Context: an optimization exercise on an open-source flow, tuned for a short achievable clock period and few clock cycles. The choices shown serve that exercise and are no tape-out recipe.
Function was checked by simulation only, so behaviour that the tests miss may differ from the original.
Power figures rest on the tool's default switching activity, not on a simulated workload.

**design/flow/run.sh**
```bash
#!/bin/bash
# synth_recipe.tcl (not shown) runs the flow's synth.tcl, then flattens the netlist and writes it again
# the make line also repeats each setting of config.mk as NAME=value (left out here)
make -C /OpenROAD-flow-scripts/flow DESIGN_CONFIG=/design/flow/config.mk WORK_HOME=/design/flow/orfs CLKGATE_MAP_FILE= SYNTH_SCRIPT=/design/flow/synth_recipe.tcl finish
```
**design/flow/config.mk**
```make
export PLATFORM = sky130hd
export DESIGN_NAME = mc_core_top
export DESIGN_NICKNAME = mc_core_top
export VERILOG_FILES = /design/flow/design.v
export SDC_FILE = /design/flow/constraint.sdc
export NUM_CORES = 4
export LEC_CHECK = 0
export CAP_MARGIN = 20
export CELL_PAD_IN_SITES_GLOBAL_PLACEMENT = 2
export CORE_MARGIN = 2
export CORE_UTILIZATION = 30
export GPL_ROUTABILITY_DRIVEN = 1
export PLACE_DENSITY = 0.35
export SLEW_MARGIN = 20
```
**design/flow/constraint.sdc**
```tcl
create_clock -name core_clock -period 8.5 [get_ports {clk}]
set_input_delay 1.7000 -clock core_clock [delete_from_list [all_inputs] [get_ports {clk}]]
set_output_delay 1.7000 -clock core_clock [all_outputs]
set_load 0.01 [all_outputs]
```
**design/flow/design.v**
```verilog
`default_nettype none
package mc_pkg;
    localparam int XLEN = 32;
    typedef enum logic [1:0] {
        ALU_OP_ADD  = 2'b00,
        ALU_OP_SUB  = 2'b01,
        ALU_OP_FUNC = 2'b10
    } t_alu_op;
    typedef enum logic [2:0] {
        ALU_ADD = 3'b000,
        ALU_SUB = 3'b001,
        ALU_AND = 3'b010,
        ALU_OR  = 3'b011,
        ALU_SLT = 3'b101
    } t_alu_ctrl;
    typedef enum logic [1:0] {
        SRC_A_PC     = 2'b00,
        SRC_A_OLD_PC = 2'b01,
        SRC_A_RS1    = 2'b10
    } t_src_a;
    typedef enum logic [1:0] {
        SRC_B_RS2  = 2'b00,
        SRC_B_IMM  = 2'b01,
        SRC_B_FOUR = 2'b10
    } t_src_b;
    typedef enum logic [1:0] {
        RES_ALU_OUT = 2'b00,
        RES_DATA    = 2'b01,
        RES_ALU     = 2'b10
    } t_result_src;
    typedef struct packed {
        logic [6:0] funct7;
        logic [4:0] rs2;
        logic [4:0] rs1;
        logic [2:0] funct3;
        logic [4:0] rd;
        logic [6:0] opcode;
    } t_instr_r;
    typedef struct packed {
        logic [11:0] imm;
        logic [4:0]  rs1;
        logic [2:0]  funct3;
        logic [4:0]  rd;
        logic [6:0]  opcode;
    } t_instr_i;
    typedef struct packed {
        logic [6:0] imm_hi;
        logic [4:0] rs2;
        logic [4:0] rs1;
        logic [2:0] funct3;
        logic [4:0] imm_lo;
        logic [6:0] opcode;
    } t_instr_s;
    typedef struct packed {
        logic       imm_12;
        logic [5:0] imm_10_5;
        logic [4:0] rs2;
        logic [4:0] rs1;
        logic [2:0] funct3;
        logic [3:0] imm_4_1;
        logic       imm_11;
        logic [6:0] opcode;
    } t_instr_b;
    typedef struct packed {
        logic       imm_20;
        logic [9:0] imm_10_1;
        logic       imm_11;
        logic [7:0] imm_19_12;
        logic [4:0] rd;
        logic [6:0] opcode;
    } t_instr_j;
    typedef union packed {
        t_instr_r r;
        t_instr_i i;
        t_instr_s s;
        t_instr_b b;
        t_instr_j j;
    } t_instr;
    localparam logic [6:0] OP_LOAD   = 7'b0000011;
    localparam logic [6:0] OP_STORE  = 7'b0100011;
    localparam logic [6:0] OP_R      = 7'b0110011;
    localparam logic [6:0] OP_I      = 7'b0010011;
    localparam logic [6:0] OP_BRANCH = 7'b1100011;
    localparam logic [6:0] OP_JAL    = 7'b1101111;
endpackage
`default_nettype wire
`timescale 1ns/1ps
`default_nettype none
module reg_file
(
    input  logic        clk,
    input  logic        arstn,
    input  logic [4:0]  i_rs1,
    input  logic [4:0]  i_rs2,
    input  logic        i_we,
    input  logic [4:0]  i_rd,
    input  logic [31:0] i_wdata,
    output logic [31:0] o_rdata1,
    output logic [31:0] o_rdata2
);
    logic [31:0] regs [1:31];
    always_ff @(posedge clk, negedge arstn) begin
        if (!arstn) begin
            for (int i = 1; i < 32; i++) begin
                regs[i] <= '0;
            end
        end else if (i_we && (i_rd != 5'd0)) begin
            regs[i_rd] <= i_wdata;
        end
    end
    assign o_rdata1 = (i_rs1 == 5'd0) ? '0 : regs[i_rs1];
    assign o_rdata2 = (i_rs2 == 5'd0) ? '0 : regs[i_rs2];
endmodule
`default_nettype wire
`timescale 1ns/1ps
`default_nettype none
import mc_pkg::*;
module mc_core_top
#(
    parameter logic [mc_pkg::XLEN-1:0] RESET_PC = 32'h0
)
(
    input  logic            clk,
    input  logic            arstn,
    input  logic [mc_pkg::XLEN-1:0] i_mem_rdata,
    output logic [mc_pkg::XLEN-1:0] o_mem_addr,
    output logic [mc_pkg::XLEN-1:0] o_mem_wdata,
    output logic            o_mem_we
);
    logic [31:0] maddr;       
    logic [31:0] fpc;         
    logic        mcyc;        
    logic        mwe;         
    logic        mld;         
    logic [4:0]  mrd;         
    logic [31:0] mwdata;
    logic        ir_valid;
    logic [31:0] ir;
    logic [31:0] ir_pc;
    logic        e_valid;
    logic [31:0] e_a;
    logic [31:0] e_b;
    logic [31:0] e_sd;        
    logic [31:0] e_target;    
    logic [4:0]  e_rd;
    logic        e_wen;       
    logic        e_load;
    logic        e_store;
    logic        e_beq;       
    logic        e_sub;
    logic        e_slt;
    logic        e_or;
    logic        e_and;
    logic        e_fwd_a;     
    logic        e_fwd_b;
    logic        e_fwd_sd;
    logic [4:0]  d_rs1;
    logic [4:0]  d_rs2;
    logic [31:0] rf_rdata1;
    logic [31:0] rf_rdata2;
    logic        rf_we;
    logic [4:0]  rf_rd;
    logic [31:0] rf_wdata;
    reg_file u_reg_file (
        .clk      (clk),
        .arstn    (arstn),
        .i_rs1    (d_rs1),
        .i_rs2    (d_rs2),
        .i_we     (rf_we),
        .i_rd     (rf_rd),
        .i_wdata  (rf_wdata),
        .o_rdata1 (rf_rdata1),
        .o_rdata2 (rf_rdata2)
    );
    logic [6:0]  d_op;
    logic [2:0]  d_f3;
    logic [4:0]  d_rd;
    logic        d_alu_f3_ok;
    logic        d_load, d_store, d_beq, d_jal, d_r, d_i;
    logic        d_beq_same;
    logic        d_wen;
    logic [31:0] d_imm_i, d_imm_s, d_imm_b, d_imm_j;
    logic [31:0] d_target;
    assign d_op  = ir[6:0];
    assign d_f3  = ir[14:12];
    assign d_rd  = ir[11:7];
    assign d_rs1 = ir[19:15];
    assign d_rs2 = ir[24:20];
    assign d_alu_f3_ok = (d_f3 == 3'b000) || (d_f3 == 3'b010) ||
                         (d_f3 == 3'b110) || (d_f3 == 3'b111);
    assign d_load  = (d_op == OP_LOAD)   && (d_f3 == 3'b010);
    assign d_store = (d_op == OP_STORE)  && (d_f3 == 3'b010);
    assign d_beq   = (d_op == OP_BRANCH) && (d_f3 == 3'b000);
    assign d_jal   = (d_op == OP_JAL);
    assign d_r     = (d_op == OP_R) && d_alu_f3_ok && (!ir[30] || d_f3 == 3'b000);
    assign d_i     = (d_op == OP_I) && d_alu_f3_ok;
    assign d_beq_same = d_beq && (d_rs1 == d_rs2);
    assign d_wen   = (d_load || d_r || d_i || d_jal) && (d_rd != 5'd0);
    assign d_imm_i = {{20{ir[31]}}, ir[31:20]};
    assign d_imm_s = {{20{ir[31]}}, ir[31:25], ir[11:7]};
    assign d_imm_b = {{20{ir[31]}}, ir[7], ir[30:25], ir[11:8], 1'b0};
    assign d_imm_j = {{12{ir[31]}}, ir[19:12], ir[20], ir[30:21], 1'b0};
    assign d_target = ir_pc + (d_jal ? d_imm_j : d_imm_b);
    logic [31:0] e_sum;
    logic [31:0] e_diff;
    logic        e_lt;
    logic [31:0] e_res;
    logic        e_eq;
    assign e_sum  = e_a + e_b;
    assign e_diff = e_a - e_b;
    assign e_lt   = (e_a[31] ^ e_b[31]) ? e_a[31] : e_diff[31];
    assign e_eq   = (e_a == e_b);
    always_comb begin
        if (e_sub)      e_res = e_diff;
        else if (e_slt) e_res = {31'd0, e_lt};
        else if (e_or)  e_res = e_a | e_b;
        else if (e_and) e_res = e_a & e_b;
        else            e_res = e_sum;
    end
    logic        hold;
    logic        e_fire;
    logic        e_redirect;
    logic        e_mem;
    logic        d_fire;
    logic        d_redirect;
    logic [31:0] nfa;
    logic        fwd_e1, fwd_e2;
    logic        ld_e1, ld_e2;
    logic [31:0] d_v1, d_v2;
    assign hold       = mcyc;
    assign e_fire     = e_valid && !hold;
    assign e_redirect = e_fire && e_beq && e_eq;
    assign e_mem      = e_fire && (e_load || e_store);
    assign d_fire     = ir_valid && !hold && !e_redirect;
    assign d_redirect = d_fire && (d_jal || d_beq_same);
    always_comb begin
        if (e_redirect)      nfa = e_target;
        else if (d_redirect) nfa = d_target;
        else if (hold)       nfa = fpc;
        else                 nfa = maddr + 32'd4;
    end
    assign fwd_e1 = e_fire && e_wen && (e_rd == d_rs1);
    assign fwd_e2 = e_fire && e_wen && (e_rd == d_rs2);
    assign ld_e1  = e_fire && e_load && (e_rd != 5'd0) && (e_rd == d_rs1);
    assign ld_e2  = e_fire && e_load && (e_rd != 5'd0) && (e_rd == d_rs2);
    assign d_v1   = fwd_e1 ? e_res : rf_rdata1;
    assign d_v2   = fwd_e2 ? e_res : rf_rdata2;
    assign rf_we    = hold ? mld : (e_fire && e_wen);
    assign rf_rd    = hold ? mrd : e_rd;
    assign rf_wdata = hold ? i_mem_rdata : e_res;
    always_ff @(posedge clk, negedge arstn) begin
        if (!arstn) begin
            maddr    <= RESET_PC;
            mcyc     <= 1'b0;
            mwe      <= 1'b0;
            mld      <= 1'b0;
            ir_valid <= 1'b0;
            e_valid  <= 1'b0;
        end else begin
            maddr <= e_mem ? e_sum : nfa;
            mcyc  <= e_mem;
            mwe   <= e_fire && e_store;
            mld   <= e_fire && e_load && (e_rd != 5'd0);
            if (!hold) begin
                ir_valid <= !(e_redirect || d_redirect);
                e_valid  <= d_fire && (d_load || d_store || (d_beq && !d_beq_same) || d_wen);
            end
        end
    end
    always_ff @(posedge clk) begin
        fpc <= nfa;
        if (e_mem) begin
            mrd    <= e_rd;
            mwdata <= e_sd;
        end
        if (!hold) begin
            ir    <= i_mem_rdata;
            ir_pc <= maddr;
        end
        if (hold) begin
            if (e_fwd_a)  e_a  <= i_mem_rdata;
            if (e_fwd_b)  e_b  <= i_mem_rdata;
            if (e_fwd_sd) e_sd <= i_mem_rdata;
            e_fwd_a  <= 1'b0;
            e_fwd_b  <= 1'b0;
            e_fwd_sd <= 1'b0;
        end else begin
            e_a      <= d_jal ? ir_pc : d_v1;
            if (d_r || d_beq)                e_b <= d_v2;
            else if (d_store)                e_b <= d_imm_s;
            else if (d_jal)                  e_b <= 32'd4;
            else                             e_b <= d_imm_i;
            e_sd     <= d_v2;
            e_target <= d_target;
            e_rd     <= d_rd;
            e_wen    <= d_wen && !d_load;
            e_load   <= d_load;
            e_store  <= d_store;
            e_beq    <= d_beq && !d_beq_same;
            e_sub    <= d_r && (d_f3 == 3'b000) && ir[30];
            e_slt    <= (d_r || d_i) && (d_f3 == 3'b010);
            e_or     <= (d_r || d_i) && (d_f3 == 3'b110);
            e_and    <= (d_r || d_i) && (d_f3 == 3'b111);
            e_fwd_a  <= ld_e1 && !d_jal;
            e_fwd_b  <= ld_e2 && (d_r || d_beq);
            e_fwd_sd <= ld_e2 && d_store;
        end
    end
    assign o_mem_addr  = maddr;
    assign o_mem_wdata = mwdata;
    assign o_mem_we    = mwe;
endmodule
`default_nettype wire
```
==> run_results.csv <==
group,metric,value,unit
status,outcome,"timing/DRC/antenna clean",
sta,finalHoldViolCount,0,
sta,fin_ws,2660,ps
synth,synth_top_area_share,37.9,%
die,io_pins,99,
sta,worstMarginPinSlew,1220,ps
place,port_buffers,98,
sta,fin_worst_skew,44.1,ps
synth,synth.avg_cell_area,9.20,sq um
detailed_routing,drc,0,
detailed_routing,via_count,64100,
pwr,power_leakage,0.0336,uW
clock_network,cts_buffers,163,
synth,async_reset_ff_share,78.8,%
clock_network,cts_setup_buffers,0,
synth,synth.largest_area_cell,"dfrtp_1",
clock_network,htree_levels,4,
pwr,cellPowerDensity,236,mW/mm^2
sta,drv_slew,0,
detailed_routing,wl_met3,30400,um
synth,syn_area,0.0680,sq mm
detailed_routing,routed_wl,432000,um
die,core-area,0.225,sq mm
pwr,p_int,12100,uW
min_path,hold_depth,0,
worst_setup_path,worstSetupEndpointType,"register",
clock_network,cts_tree,"done",
min_path,worstHoldStart,"e_sd[14]",
layout,layout_commonest_cell,"nand2_1",
clock_network,clk_latency,880,ps
worst_setup_path,cp_slowest_stage_delay,990,ps
pwr,switching_share,34.9,%
grt,grt_overflow_total,0,
layout,num-fill-cells,23300,
worst_setup_path,worst_path_max_delay_cell,"a2111oi_0",
die,start_util,30.2,%
worst_setup_path,cp_data_arrival_time,6550,ps
pwr,p_sw,6490,uW
synth,ys_ff_latch,1306,
worst_setup_path,path_cells,"nand3b_1 > or2_2 > nand2_1 > nand2_1 > ha_1 > inv_1 > fa_1 > nor2b_1 > o211ai_1 > a2111oi_0 > o21ai_1 > a311oi_1 > o21a_1 > nor3_1 > a211oi_1 > o31ai_1",
pwr,ir_drop,0.000211,V
worst_setup_path,start_kind,"register",
worst_setup_path,cp_common_cell,"nand2_1",
pwr,pwr-share-seq,37.6,%
sta,setup_violations,0,
layout,fin_nets,7416,
die,num_rows,174,
grt,groute.usage.overall,36.8,%
flow_run,maxCapViolations,0,
synth,synthCells,7388,
place,post-place-ws,2710,ps
detailed_routing,top_layer,"met5",
detailed_routing,route.met2.wl,194000,um
layout,seqCellArea,0.0337,sq mm
grt,antenna_found_initial,37,
synth,ys.flop_type,"dfrtp_1",
worst_setup_path,critPathKind,"reg -> reg",
worst_setup_path,regToRegSetupSlack,2660,ps
sta,rsz0062_at_grt,"no",
synth,ys_warn_count,3,
worst_setup_path,required,9210,ps
worst_setup_path,cp_max_fo,27,
grt,grt_pass1_vias,61800,
min_path,hold_path_end,"mwdata[14]",
synth,synth_enable_flop_cells,242,
sta,fmaxAchievable,171,MHz
sta,tns,0,ps
detailed_routing,ant_nets,0,
worst_setup_path,r2r-end,"maddr[27]",
pwr,total_power,18600,uW
detailed_routing,vias_per_cell,6.17,
synth,synth_nets,7557,
synth,ys_seq_area_share,49.6,%
sta,finalCriticalPeriod,5840,ps
die,die_w,480,um
worst_setup_path,rr_startpoint,"ir[5]",
min_path,hold_path.class,"reg -> reg",
clock_network,root_buffer,"clkbuf_16",
grt,grt_max_degree,133,
clock_network,cts.repair.resized,0,
place,dp_hpwl,275000,um
pwr,power_frac_clock,39.4,%
clock_network,clk_path_buf_depth,3,
worst_setup_path,reg2regPathDepth,16,
detailed_routing,wl_met1,181000,um
clock_network,clock_sinks,1306,
synth,synth_area_leaders,"dfrtp_1, edfxtp_1, a22oi_1",
clock_network,clk_pin_slew_worst_paths,70,ps
layout,drive_above_1_share,10.1,%
grt,grt_pass1_wl,578000,um
layout,multiInputGateArea,0.0324,sq mm
detailed_routing,first_iter_violations,8491,
layout,final_cell_mix,"nand2_1, dfrtp_1, o21ai_0, a22oi_1, a21oi_1",
die,dieArea,0.230,sq mm
detailed_routing,wire_per_inst,41.6,um
die,die_height,480,um
layout,area_growth,15.7,%
sta,fin_crit_sh,68.7,%
pwr,power_frac_comb,23.0,%
sta,relSlewSlack,17.7,%
clock_network,ctsHoldBuffers,0,
synth,ys_types,104,
detailed_routing,firstDrtPassIters,9,
place,gp_congestion,0.925,
layer usage:
metal	vias to the layer above	global-route usage (%)
li1	26900	-
met1	33000	48.3
met2	3300	57.8
met3	899	6.46
met5	-	0
met4	8	19.1
critical path: cells and delay by family (launching register included):
| kind | cells | cell delay [ps] |
|---|---|---|
| buffers and inverters | 1 | 110 |
| AND/OR/NAND/NOR | 6 | 1410 |
| flip-flops | 1 | 460 |
| adder cells (fa/ha/maj) | 2 | 810 |
| AO/OA/AOI/OAI | 7 | 2870 |
registers in the layout (all words and copies together) (netlist names), 5 cells and up:
| name | count |
|---|---|
| ir | 32 |
| e_a | 32 |
| e_rd | 5 |
| e_b | 32 |
| e_sd | 32 |
| ir_pc | 32 |
| e_target | 32 |
| mrd | 5 |
| u_reg_file.regs | 992 |
| mwdata | 32 |
| maddr | 32 |
| fpc | 32 |
cell type report:
cell class / count / area share, %
repair buffers: 324 / 3.67
inverters: 128 / 0.622
diodes: 11 / 0.0350
clock buffers: 246 / 5.99
well taps: 2992 / 4.76
clock inverters: 58 / 0.970
flip-flops and latches: 1306 / 42.8
multi-input cells: 5324 / 41.1
synthesized netlist by cell type (31+ instances only):
cell type     n
o211ai_1     31
a21o_1       37
o21ai_1     102
nand2_1    1350
o21ai_0     995
dfrtp_1    1029
buf_2        66
nor2_1      296
nand3_1      99
nand4_1     119
edfxtp_1    242
inv_1       120
nor4_1       36
clkbuf_1    481
nand2b_1     47
a222oi_1     59
ha_1        131
a21oi_1     279
o31ai_1      41
buf_1        53
o21a_1       42
nor3_1      101
mux2_2       50
dfxtp_1      35
xnor2_1      76
a22oi_1     819
a31oi_1      31
mux2i_1      55
how the worst max path moves through the flow:
stage,start,to,slack [ps],depth (start not counted)
detailed placement,ir[5],maddr[27],2710,16
finish,ir[5],maddr[27],2660,16
CTS,ir[5],maddr[27],2650,16
global route,ir[5],maddr[27],2320,16
global placement,ir[5],maddr[27],2800,16
floorplan,mcyc,e_sd[1],2770,8
cells by family (layout without fill, tap and decap cells):
family / after synthesis / after routing / share of synthesized area (%)
other: 0 / 11 / 0
AO/OA/AOI/OAI: 2733 / 2733 / 26.0
XOR/XNOR: 106 / 106 / 1.37
flip-flops: 1306 / 1306 / 49.6
adder cells (fa/ha/maj): 135 / 135 / 2.53
multiplexers: 106 / 106 / 1.66
AND/OR/NAND/NOR: 2244 / 2244 / 14.5
buffers and inverters: 758 / 756 / 4.41
through the flow:
step           utilization [%]  instance area [sq um]  cells  hold slack, ps
5_1_grt                   35.0                  78700  10400             424
2_1_floorplan                -                  68000   7388             400
3_3_place_gp              32.5                  73100  10100             405
4_1_cts                   34.9                  78600  10400             419
6_report                  35.0                  78700  10400             416
3_5_place_dp              32.5                  73100  10100             405
power groups by stage:
| stage | registers [uW] | logic [uW] | clock network (uW) |
|---|---|---|---|
| floorplan | 6970 | 2260 | 0 |
| detailed placement | 7110 | 4150 | 0 |
| global route | 7020 | 4490 | 7680 |
| CTS | 7000 | 4170 | 7430 |
| global placement | 7110 | 4170 | 0 |
| finish | 6990 | 4280 | 7320 |
Testbench counts, summed over its fixed seeds: cycles 49,263.

-- what the ideal ports hide --
The flow's constraints put no driver on any port. The routed layout listed below was extracted and timed again, unchanged, in two steps.
Step 1 assumes that a clkbuf_16 drives the clock port and a buf_2 every other input.
Step 2 times the ports against the registers' clock, not the clock port: input delays grow and output delays shrink by t, the midpoint of the rising clock arrivals with the driver on.
Three values: ideal ports, drivers, drivers and shift; two values: the first two.
shift t [ns]: 0.938
setup WS [ns]: 2.660 / 2.660 / 2.660
worst hold slack (ns): 0.416 / 0.416 / 0.416
worst slew at a driven data input, ns: 0.08
After both steps this run still meets setup and hold. For this run, drivers alone change the setup slack by 0.000 ns; drivers and shift together by 0.000 ns.
